Background: an optimization exercise with open tools, aiming at small area and a short achievable clock period. Do not read the settings as production practice.
The RTL was checked by simulation tests, not by an equivalence proof against the original design.
Power is estimated from default activity; no workload was simulated.

// cic_decim_mc
module cic_decim_mc #(
    parameter int CHANNELS     = 2,
    parameter int DIN_W        = 12,
    parameter int DOUT_W       = 16,
    parameter int STAGES       = 4,
    parameter int RATE_W       = 13,
    parameter int MAX_RATE     = 4096,
    parameter int DEFAULT_RATE = 4
) (
    input  logic                       dspclk,
    input  logic                       reset,
    input  logic                       sclr,
    input  logic                       rate_we,
    input  logic [RATE_W-1:0]          rate,
    input  logic                       nd,
    input  logic [CHANNELS*DIN_W-1:0]  din,
    output logic                       rfd,
    output logic                       rdy,
    output logic [CHANNELS*DOUT_W-1:0] dout
);
    localparam int SW   = 8;
    localparam int NSEG = 8;
    logic rst_q, sclr_q, rwe_q, clr_q;
    always_ff @(posedge dspclk) begin
        rst_q  <= reset;
        sclr_q <= sclr;
        rwe_q  <= rate_we;
    end
  ...
Size: about 3,300 cells after synthesis, ~76 I/O pins.
==> module cic_decim_mc, before the edit <==
module cic_decim_mc #(
    parameter int CHANNELS     = 2,
    parameter int DIN_W        = 12,
    parameter int DOUT_W       = 16,
    parameter int STAGES       = 4,
    parameter int RATE_W       = 13,
    parameter int MAX_RATE     = 4096,
    parameter int DEFAULT_RATE = 4
) (
    input  logic                       dspclk,
    input  logic                       reset,
    input  logic                       sclr,
    input  logic                       rate_we,
    input  logic [RATE_W-1:0]          rate,
    input  logic                       nd,
    input  logic [CHANNELS*DIN_W-1:0]  din,
    output logic                       rfd,
    output logic                       rdy,
    output logic [CHANNELS*DOUT_W-1:0] dout
);
    localparam int SW   = 8;
    localparam int NSEG = 8;
    logic rst_q, sclr_q, rwe_q, clr_q;
    always_ff @(posedge dspclk) begin
        rst_q  <= reset;
        sclr_q <= sclr;
        rwe_q  <= rate_we;
    end
    assign clr_q = rst_q | sclr_q | rwe_q;
    assign rfd   = ~(reset | sclr | rate_we | clr_q);
    logic                      a_q;
    logic [CHANNELS*DIN_W-1:0] din_q;
    logic [DIN_W-1:0]          din1_q;
    always_ff @(posedge dspclk) begin
        a_q    <= nd & rfd;
        din_q  <= nd ? din : '0;
        din1_q <= din_q[2*DIN_W-1:DIN_W];
    end
    logic [RATE_W-1:0] rate_raw, rate_cl;
    logic [11:0]       rm1, rm1_q;
    logic [3:0]        j;
    logic [NSEG-1:0]   mask, mask_q, k2sel, k2sel_q;
    logic              jodd_q, jzero_q;
    always_ff @(posedge dspclk) begin
        if (reset)        rate_raw <= RATE_W'(DEFAULT_RATE);
        else if (rate_we) rate_raw <= rate;
    end
    always_comb begin
        rate_cl = (rate_raw < RATE_W'(2))        ? RATE_W'(2) :
                  (rate_raw > RATE_W'(MAX_RATE)) ? RATE_W'(MAX_RATE) : rate_raw;
        rm1 = 12'(rate_cl - RATE_W'(1));
        j   = '0;
        for (int b = 1; b < 12; b++)
            if (rm1[b]) j = 4'(b);
        mask  = '0;
        k2sel = '0;
        for (int k = 0; k < NSEG; k++) begin
            if (k <= ((32'(j) * 4 + 15) / SW)) mask[k] = 1'b1;
            if (k == ((32'(j) * 4 + 15) / SW)) k2sel[k] = 1'b1;
        end
    end
    always_ff @(posedge dspclk) begin
        rm1_q   <= rm1;
        mask_q  <= mask;
        k2sel_q <= k2sel;
        jodd_q  <= j[0];
        jzero_q <= (j == 4'd0);
    end
    logic [11:0] ph;
    logic [2:0]  warm;
    logic        last, blk, keep;
    assign last = (ph == rm1_q);
    assign blk  = a_q & last;
    assign keep = blk & warm[2];
    always_ff @(posedge dspclk) begin
        if (clr_q) begin
            ph   <= '0;
            warm <= '0;
        end else begin
            if (a_q) ph <= last ? '0 : ph + 12'd1;
            if (blk && !warm[2]) warm <= warm + 3'd1;
        end
    end
    logic [NSEG+3:0] e;
    logic [NSEG+3:1] e_r;
    logic [NSEG+4:1] bp;
    logic [NSEG+5:1] kp;
    assign e = {e_r, a_q};
    always_ff @(posedge dspclk) begin
        e_r <= e[NSEG+2:0];
        bp  <= {bp[NSEG+3:1], blk};
        kp  <= {kp[NSEG+4:1] & {(NSEG+4){~clr_q}}, keep};
        rdy <= (|(kp[NSEG+5:6] & k2sel_q)) & rfd;
    end
    logic [NSEG-1:0][SW-1:0] w0, w1, vseg;
    logic [NSEG-1:0]         ce0, ce1;
    assign ce0 = bp[NSEG+3:4];
    assign ce1 = bp[NSEG+4:5];
    cic_int #(.SW(SW), .NSEG(NSEG), .ACC_W(60)) u_int0 (
        .dspclk (dspclk),
        .x      (din_q[DIN_W-1:0]),
        .e      (e[NSEG+2:0]),
        .dump   (ce0),
        .w      (w0)
    );
    cic_int #(.SW(SW), .NSEG(NSEG), .ACC_W(60)) u_int1 (
        .dspclk (dspclk),
        .x      (din1_q),
        .e      (e[NSEG+3:1]),
        .dump   (ce1),
        .w      (w1)
    );
    cic_comb #(.SW(SW), .NSEG(NSEG), .ACC_W(60)) u_comb (
        .dspclk (dspclk),
        .w0     (w0),
        .w1     (w1),
        .ce0    (ce0),
        .ce1    (ce1),
        .vseg   (vseg)
    );
    cic_out #(.SW(SW), .NSEG(NSEG)) u_out0 (
        .dspclk (dspclk),
        .vseg   (vseg),
        .sh     (ce0 & mask_q),
        .ld     (|(bp[NSEG+4:5] & k2sel_q)),
        .jodd   (jodd_q),
        .jzero  (jzero_q),
        .dout   (dout[DOUT_W-1:0])
    );
    cic_out #(.SW(SW), .NSEG(NSEG)) u_out1 (
        .dspclk (dspclk),
        .vseg   (vseg),
        .sh     (ce1 & mask_q),
        .ld     (1'b1),
        .jodd   (jodd_q),
        .jzero  (jzero_q),
        .dout   (dout[2*DOUT_W-1:DOUT_W])
    );
endmodule
export LEC_CHECK = 0
export CAP_MARGIN = 20
export CORE_MARGIN = 2
export CORE_UTILIZATION = 55
export CTS_BUF_LIST = sky130_fd_sc_hd__clkbuf_16
export CTS_CLUSTER_DIAMETER = 150
export CTS_CLUSTER_SIZE = 22
export SLEW_MARGIN = 20
create_clock -name core_clock -period 11.0 [get_ports {dspclk}]
standard.sh (not shown) runs the stock make flow with config.mk's settings and CLKGATE_MAP_FILE= SYNTH_SCRIPT=/design/flow/synth_recipe.tcl, a recipe that flattens the netlist after the stock synthesis.
==> flow/flow/run.sh <==
#!/bin/bash
set -euo pipefail
NETLIST="$PWD/orfs/results/sky130hd/cic_decim_mc/base/1_2_yosys.v"
bash standard.sh "$NETLIST" > flow_synth.log 2>&1
cp "$NETLIST" "$PWD/orfs/results/sky130hd/cic_decim_mc/base/1_2_yosys_standard.v"
python3 flow/polarity.py "$NETLIST" > flow_polarity.log 2>&1
bash standard.sh SETUP_SLACK_MARGIN=6.1 "BUFFER_PORTS_ARGS=-buffer_cell sky130_fd_sc_hd__buf_1" finish > flow_make.log 2>&1
Other scripts of this flow, unchanged in this note and not shown: flow/flow/polarity.py
Next try:
--- a/flow/design.v
+++ b/flow/design.v
@@ -200,34 +200,31 @@
         din1_q <= din_q[2*DIN_W-1:DIN_W];
     end
-    logic [RATE_W-1:0] rate_raw, rate_cl;
+    logic [RATE_W-1:0] rate_src, rate_cl;
     logic [11:0]       rm1, rm1_q;
-    logic [3:0]        j;
-    logic [NSEG-1:0]   mask, mask_q, k2sel, k2sel_q;
-    logic              jodd_q, jzero_q;
-    always_ff @(posedge dspclk) begin
-        if (reset)        rate_raw <= RATE_W'(DEFAULT_RATE);
-        else if (rate_we) rate_raw <= rate;
-    end
+    logic [3:0]        j, j_q;
+    logic [NSEG-1:0]   mask, k2sel;
     always_comb begin
-        rate_cl = (rate_raw < RATE_W'(2))        ? RATE_W'(2) :
-                  (rate_raw > RATE_W'(MAX_RATE)) ? RATE_W'(MAX_RATE) : rate_raw;
+        rate_src = reset ? RATE_W'(DEFAULT_RATE) : rate;
+        rate_cl  = (rate_src < RATE_W'(2))        ? RATE_W'(2) :
+                   (rate_src > RATE_W'(MAX_RATE)) ? RATE_W'(MAX_RATE) : rate_src;
         rm1 = 12'(rate_cl - RATE_W'(1));
         j   = '0;
         for (int b = 1; b < 12; b++)
             if (rm1[b]) j = 4'(b);
+    end
+    always_ff @(posedge dspclk) begin
+        if (reset || rate_we) begin
+            rm1_q <= rm1;
+            j_q   <= j;
+        end
+    end
+    always_comb begin
         mask  = '0;
         k2sel = '0;
         for (int k = 0; k < NSEG; k++) begin
-            if (k <= ((32'(j) * 4 + 15) / SW)) mask[k] = 1'b1;
-            if (k == ((32'(j) * 4 + 15) / SW)) k2sel[k] = 1'b1;
+            if (k <= ((32'(j_q) * 4 + 15) / SW)) mask[k] = 1'b1;
+            if (k == ((32'(j_q) * 4 + 15) / SW)) k2sel[k] = 1'b1;
         end
     end
-    always_ff @(posedge dspclk) begin
-        rm1_q   <= rm1;
-        mask_q  <= mask;
-        k2sel_q <= k2sel;
-        jodd_q  <= j[0];
-        jzero_q <= (j == 4'd0);
-    end
     logic [11:0] ph;
     logic [2:0]  warm;
@@ -254,5 +251,5 @@
         bp  <= {bp[NSEG+3:1], blk};
         kp  <= {kp[NSEG+4:1] & {(NSEG+4){~clr_q}}, keep};
-        rdy <= (|(kp[NSEG+5:6] & k2sel_q)) & rfd;
+        rdy <= (|(kp[NSEG+5:6] & k2sel)) & rfd;
     end
     logic [NSEG-1:0][SW-1:0] w0, w1, vseg;
@@ -285,8 +282,8 @@
         .dspclk (dspclk),
         .vseg   (vseg),
-        .sh     (ce0 & mask_q),
-        .ld     (|(bp[NSEG+4:5] & k2sel_q)),
-        .jodd   (jodd_q),
-        .jzero  (jzero_q),
+        .sh     (ce0 & mask),
+        .ld     (|(bp[NSEG+4:5] & k2sel)),
+        .jodd   (j_q[0]),
+        .jzero  ((j_q == 4'd0)),
         .dout   (dout[DOUT_W-1:0])
     );
@@ -294,8 +291,8 @@
         .dspclk (dspclk),
         .vseg   (vseg),
-        .sh     (ce1 & mask_q),
+        .sh     (ce1 & mask),
         .ld     (1'b1),
-        .jodd   (jodd_q),
-        .jzero  (jzero_q),
+        .jodd   (j_q[0]),
+        .jzero  ((j_q == 4'd0)),
         .dout   (dout[2*DOUT_W-1:DOUT_W])
     );
Effect: The new run completed with no timing, DRC or antenna violations; final cell count is lower by 1.4%; power is lower by about 3%; clock power is lower by about 2%; area after synthesis is lower by about 1.1%; die area is lower by 1.1%; routed wire length is lower by about 3%; global-route usage is lower by 0.41 points; worst setup slack gets worse by 0.15 ns; design area is lower by 0.75%.

-- static timing again, ports no longer ideal --
How much do the figures lean on ideal ports? The routed layouts below were timed once more, with nothing changed but the port constraints.
Step 1: set_driving_cell puts a clkbuf_16 on dspclk and a buf_2 on each other input, an assumption about the parent block.
Step 2 adds t to the input delays and takes it off the output delays; t is the mean of the earliest and latest rising clock arrival at the registers after step 1. Input paths then give back, and output paths get back, about the clock's delay inside the block.
Three values: ideal ports, drivers, drivers and shift; two values: the first two.
| run | t, ns | setup slack, ns | hold slack, ns | worst setup path after step 2 |
|---|---|---|---|---|
| the first run | 0.746 | 6.061 / 6.026 / 6.026 | 0.330 / 0.330 / 0.330 | input to output |
| the second run | 0.716 | 5.912 / 5.822 / 5.435 | 0.319 / 0.319 / 0.319 | input to register |
After both steps setup and hold are still met in every run listed. For the second run, which loses most, drivers alone change the setup slack by -0.090 ns; drivers and shift together by -0.477 ns.
